Background: an optimization exercise with open tools, aiming at small area and a short achievable clock period. Do not read the settings as production practice.
At most, simulation tests tie the RTL to the original design; equivalence was not proved.
Power and IR drop assume default switching activity.

==> module flow_ring, before the edit <==
module flow_ring (
     input  logic                           clk
    ,input  logic                           reset
    ,input  logic                           push
    ,input  logic [rx_q_cfg_pkg::ENTRY_W-1:0]   push_data
    ,output logic                           full
    ,input  logic                           pop
    ,output logic [rx_q_cfg_pkg::ENTRY_W-1:0]   head_data
    ,output logic                           empty
);
    localparam int RING_DEPTH = rx_q_cfg_pkg::RING_DEPTH;
    localparam int RING_IDX_W = rx_q_cfg_pkg::RING_IDX_W;
    localparam int ENTRY_W    = rx_q_cfg_pkg::ENTRY_W;
    logic [ENTRY_W-1:0]     entries [RING_DEPTH];
    logic [RING_DEPTH-1:0]  head_oh;
    logic [RING_DEPTH-1:0]  tail_oh;
    logic                   full_reg;
    logic                   empty_reg;
    logic [RING_DEPTH-1:0]  head_oh_nxt;
    logic [RING_DEPTH-1:0]  tail_oh_nxt;
    assign head_oh_nxt = {head_oh[RING_DEPTH-2:0], head_oh[RING_DEPTH-1]};
    assign tail_oh_nxt = {tail_oh[RING_DEPTH-2:0], tail_oh[RING_DEPTH-1]};
    assign full  = full_reg;
    assign empty = empty_reg;
    always_ff @(posedge clk) begin
        if (reset) begin
            head_oh   <= RING_DEPTH'(1);
            tail_oh   <= RING_DEPTH'(1);
            full_reg  <= 1'b0;
            empty_reg <= 1'b1;
        end
        else begin
            if (push) begin
                tail_oh <= tail_oh_nxt;
            end
            if (pop) begin
                head_oh <= head_oh_nxt;
            end
            if (push && !pop) begin
                empty_reg <= 1'b0;
                full_reg  <= |(tail_oh_nxt & head_oh);
            end
            else if (pop && !push) begin
                full_reg  <= 1'b0;
                empty_reg <= |(head_oh_nxt & tail_oh);
            end
        end
    end
    always_ff @(posedge clk) begin
        for (int e = 0; e < RING_DEPTH; e++) begin
            if (!full_reg && tail_oh[e]) begin
                entries[e] <= push_data;
            end
        end
    end
    always_comb begin
        head_data = '0;
        for (int e = 0; e < RING_DEPTH; e++) begin
            head_data = head_data
                      | (entries[e] & {ENTRY_W{!empty_reg && head_oh[e]}});
        end
    end
endmodule
==> module read_resp_stage, before the edit <==
module read_resp_stage (
     input  logic                                   clk
    ,input  logic                                   reset
    ,input  logic                                   rd_req_val
    ,input  logic [rx_q_cfg_pkg::FLOW_ID_W-1:0]         rd_req_flowid
    ,output logic                                   rd_req_rdy
    ,output logic                                   rd_resp_val
    ,output logic                                   rd_resp_is_empty
    ,output logic [rx_q_cfg_pkg::ENTRY_W-1:0]           rd_resp_entry
    ,input  logic                                   rd_resp_rdy
    ,input  logic [rx_q_cfg_pkg::FLOW_CNT-1:0]      empty_vec
    ,input  logic [rx_q_cfg_pkg::FLOW_CNT*rx_q_cfg_pkg::ENTRY_W-1:0] head_data_vec
    ,output logic [rx_q_cfg_pkg::FLOW_CNT-1:0]      pop_vec
);
    localparam int FLOW_CNT   = rx_q_cfg_pkg::FLOW_CNT;
    localparam int FLOW_ID_W  = rx_q_cfg_pkg::FLOW_ID_W;
    localparam int ENTRY_W    = rx_q_cfg_pkg::ENTRY_W;
    logic                   req_xfer;
    logic                   sel_empty;
    logic [ENTRY_W-1:0]     sel_data;
    logic                   resp_val_reg;
    logic                   resp_is_empty_reg;
    logic [ENTRY_W-1:0]     resp_entry_reg;
    for (genvar i = 0; i < FLOW_CNT; i++) begin : g_ring
        assign pop_vec[i] = req_xfer && (rd_req_flowid == FLOW_ID_W'(i))
                            && !empty_vec[i];
    end
    assign rd_req_rdy = ~resp_val_reg | rd_resp_rdy;
    assign req_xfer   = rd_req_val & rd_req_rdy;
    assign sel_empty = empty_vec[rd_req_flowid];
    always_comb begin
        sel_data = '0;
        for (int i = 0; i < FLOW_CNT; i++) begin
            sel_data = sel_data
                     | (head_data_vec[i*ENTRY_W +: ENTRY_W]
                        & {ENTRY_W{rd_req_flowid == FLOW_ID_W'(i)}});
        end
    end
    always_ff @(posedge clk) begin
        if (reset) begin
            resp_val_reg <= 1'b0;
        end
        else if (req_xfer) begin
            resp_val_reg <= 1'b1;
        end
        else if (rd_resp_rdy) begin
            resp_val_reg <= 1'b0;
        end
    end
    always_ff @(posedge clk) begin
        if (rd_req_rdy) begin
            resp_is_empty_reg <= sel_empty;
            resp_entry_reg    <= sel_data;
        end
    end
    assign rd_resp_val      = resp_val_reg;
    assign rd_resp_is_empty = resp_is_empty_reg;
    assign rd_resp_entry    = resp_entry_reg;
endmodule
export LEC_CHECK = 0
export CAP_MARGIN = 20
export CORE_MARGIN = 2
export CORE_UTILIZATION = 60
export CTS_BUF_LIST = sky130_fd_sc_hd__clkbuf_16
export CTS_CLUSTER_DIAMETER = 100
export CTS_CLUSTER_SIZE = 30
export SETUP_SLACK_MARGIN = 2.8
export SLEW_MARGIN = 20
create_clock -name core_clock -period 5.0 [get_ports {clk}]
standard.sh (not shown) runs the stock make flow with config.mk's settings and CLKGATE_MAP_FILE= SYNTH_SCRIPT=/design/flow/synth_recipe.tcl, a recipe that flattens the netlist after the stock synthesis.
==> flow/flow/run.sh <==
#!/bin/bash
# Standard layout, with port buffers of a plain buffer cell instead of the
# delay-buffer cell buffer_ports picks on its own. Make's output goes to
# flow_make.log in the work folder; ORFS's per-step logs stay under orfs/logs.
set -euo pipefail
export BUFFER_PORTS_ARGS="-buffer_cell sky130_fd_sc_hd__buf_2"
bash standard.sh finish > flow_make.log 2>&1
==> next run, changes <==
--- a/flow/design.v
+++ b/flow/design.v
@@ -59,9 +59,9 @@
         end
     end
     always_ff @(posedge clk) begin
         for (int e = 0; e < RING_DEPTH; e++) begin
-            if (!full_reg && tail_oh[e]) begin
+            if (push && tail_oh[e]) begin
                 entries[e] <= push_data;
             end
         end
     end
@@ -146,9 +146,9 @@
             resp_val_reg <= 1'b0;
         end
     end
     always_ff @(posedge clk) begin
-        if (rd_req_rdy) begin
+        if (req_xfer) begin
             resp_is_empty_reg <= sel_empty;
             resp_entry_reg    <= sel_data;
         end
     end
After rerunning:
- The changed run went through all stages and came out clean
- sequential power stays flat
- power went down by 2.3%
- synthesized area barely changes
- worst setup slack degrades by 0.037 ns
- sequential cell count is unchanged
- design area rose by 0.75%
The RTL of the second run of this note was laid out without a check of its function.

* * *

rx_payload_q, a different RTL version from the one above (not shown whole).
Size: roughly 2200 cells after synthesis, roughly 1100 flip-flops, roughly 77 I/O pins, about 40000 um^2 of cells after synthesis.
==> module flow_ring, before the edit <==
module flow_ring (
     input  logic                           clk
    ,input  logic                           reset
    ,input  logic                           push
    ,input  logic [rx_q_cfg_pkg::ENTRY_W-1:0]   push_data
    ,output logic                           full
    ,input  logic                           pop
    ,output logic [rx_q_cfg_pkg::ENTRY_W-1:0]   head_data
    ,output logic                           empty
);
    localparam int RING_DEPTH = rx_q_cfg_pkg::RING_DEPTH;
    localparam int RING_IDX_W = rx_q_cfg_pkg::RING_IDX_W;
    localparam int ENTRY_W    = rx_q_cfg_pkg::ENTRY_W;
    logic [ENTRY_W-1:0]     entries [RING_DEPTH];
    localparam int JC_W       = RING_DEPTH / 2;
    logic [RING_DEPTH-1:0]  head_oh;
    logic [JC_W-1:0]        tail_jc;
    logic [RING_DEPTH-1:0]  tail_oh;
    logic                   full_reg;
    logic                   empty_reg;
    logic [RING_DEPTH-1:0]  head_oh_nxt;
    logic [RING_DEPTH-1:0]  tail_oh_nxt;
    assign head_oh_nxt = {head_oh[RING_DEPTH-2:0], head_oh[RING_DEPTH-1]};
    assign tail_oh_nxt = {tail_oh[RING_DEPTH-2:0], tail_oh[RING_DEPTH-1]};
    for (genvar k = 0; k < JC_W; k++) begin : g_tail_dec
        if (k == 0) begin : g_first
            assign tail_oh[k]        = ~tail_jc[JC_W-1] & ~tail_jc[0];
            assign tail_oh[k + JC_W] =  tail_jc[JC_W-1] &  tail_jc[0];
        end
        else begin : g_rest
            assign tail_oh[k]        =  tail_jc[k-1] & ~tail_jc[k];
            assign tail_oh[k + JC_W] = ~tail_jc[k-1] &  tail_jc[k];
        end
    end
    assign full  = full_reg;
    assign empty = empty_reg;
    always_ff @(posedge clk) begin
        if (reset) begin
            head_oh   <= RING_DEPTH'(1);
            tail_jc   <= '0;
            full_reg  <= 1'b0;
            empty_reg <= 1'b1;
        end
        else begin
            if (push) begin
                tail_jc <= {tail_jc[JC_W-2:0], ~tail_jc[JC_W-1]};
            end
            if (pop) begin
                head_oh <= head_oh_nxt;
            end
            if (pop) begin
                full_reg <= 1'b0;
            end
            else if (push) begin
                full_reg <= |(tail_oh_nxt & head_oh);
            end
            if (push) begin
                empty_reg <= 1'b0;
            end
            else if (pop) begin
                empty_reg <= |(head_oh_nxt & tail_oh);
            end
        end
    end
    always_ff @(posedge clk) begin
        for (int e = 0; e < RING_DEPTH; e++) begin
            if (!full_reg && tail_oh[e]) begin
                entries[e] <= push_data;
            end
        end
    end
    always_comb begin
        head_data = '0;
        for (int e = 0; e < RING_DEPTH; e++) begin
            head_data = head_data
                      | (entries[e] & {ENTRY_W{!empty_reg && head_oh[e]}});
        end
    end
endmodule
Settings: LEC_CHECK=0, CAP_MARGIN=20, CORE_MARGIN=2, CORE_UTILIZATION=60, CTS_BUF_LIST=sky130_fd_sc_hd__clkbuf_16, CTS_CLUSTER_DIAMETER=100, CTS_CLUSTER_SIZE=30, SETUP_SLACK_MARGIN=2.8, SLEW_MARGIN=20; clock period 5.0 ns.
Scripts as last shown in full above: flow/flow/run.sh
The starting point ran to the end with no violations.
Rerun with:
--- a/flow/design.v
+++ b/flow/design.v
@@ -24,9 +24,7 @@
     localparam int RING_IDX_W = rx_q_cfg_pkg::RING_IDX_W;
     localparam int ENTRY_W    = rx_q_cfg_pkg::ENTRY_W;
     logic [ENTRY_W-1:0]     entries [RING_DEPTH];
-    localparam int JC_W       = RING_DEPTH / 2;
     logic [RING_DEPTH-1:0]  head_oh;
-    logic [JC_W-1:0]        tail_jc;
     logic [RING_DEPTH-1:0]  tail_oh;
     logic                   full_reg;
     logic                   empty_reg;
@@ -34,28 +32,18 @@
     logic [RING_DEPTH-1:0]  tail_oh_nxt;
     assign head_oh_nxt = {head_oh[RING_DEPTH-2:0], head_oh[RING_DEPTH-1]};
     assign tail_oh_nxt = {tail_oh[RING_DEPTH-2:0], tail_oh[RING_DEPTH-1]};
-    for (genvar k = 0; k < JC_W; k++) begin : g_tail_dec
-        if (k == 0) begin : g_first
-            assign tail_oh[k]        = ~tail_jc[JC_W-1] & ~tail_jc[0];
-            assign tail_oh[k + JC_W] =  tail_jc[JC_W-1] &  tail_jc[0];
-        end
-        else begin : g_rest
-            assign tail_oh[k]        =  tail_jc[k-1] & ~tail_jc[k];
-            assign tail_oh[k + JC_W] = ~tail_jc[k-1] &  tail_jc[k];
-        end
-    end
     assign full  = full_reg;
     assign empty = empty_reg;
     always_ff @(posedge clk) begin
         if (reset) begin
             head_oh   <= RING_DEPTH'(1);
-            tail_jc   <= '0;
+            tail_oh   <= RING_DEPTH'(1);
             full_reg  <= 1'b0;
             empty_reg <= 1'b1;
         end
         else begin
             if (push) begin
-                tail_jc <= {tail_jc[JC_W-2:0], ~tail_jc[JC_W-1]};
+                tail_oh <= tail_oh_nxt;
             end
             if (pop) begin
                 head_oh <= head_oh_nxt;
Critical path depth stays the same.
Power went up by 0.68%.
Cell area rises by 0.63%.
Setup slack improves by 0.056 ns.
Core utilization goes up by 0.18 points.
Non-clock buffer count is lower by 16.
Maximum frequency is higher by 2.1%.

## what the ideal ports hide
The flow's constraints put no driver on any port. The routed layouts listed below were extracted and timed again, unchanged, in two steps.
Step 1 sets driving cells, clkbuf_16 on the clock port and buf_2 on the other inputs (assumed; they add their load-dependent delay and slew).
Step 2 also shifts input and output timing later by t, the mid clock arrival at the registers, as if the neighbouring blocks saw the same clock.
a / b / c = ideal ports / drivers / drivers and shift; a / b = the first two.
run | t, ns | slack for setup (ns) | latest minus earliest clock arrival (ns) | worst slew at a driven data input, ns | pins driven straight from the clock port
the first run of note 1 | 0.680 | 2.480 / 2.442 / 2.223 | 0.037 / 0.037 | 0.07 | 1
the second run of note 1 | 0.685 | 2.443 / 2.403 / 2.238 | 0.022 / 0.022 | 0.09 | 1
the first run of note 2 | 0.695 | 2.266 / 2.204 / 2.039 | 0.022 / 0.022 | 0.33 | 1
the second run of note 2 | 0.690 | 2.322 / 2.280 / 2.164 | 0.026 / 0.026 | 0.09 | 1
After both steps setup and hold are still met in every run listed. The setup slack of the first run of note 1, which loses most, moves by -0.038 ns with the drivers and by -0.257 ns with both steps.
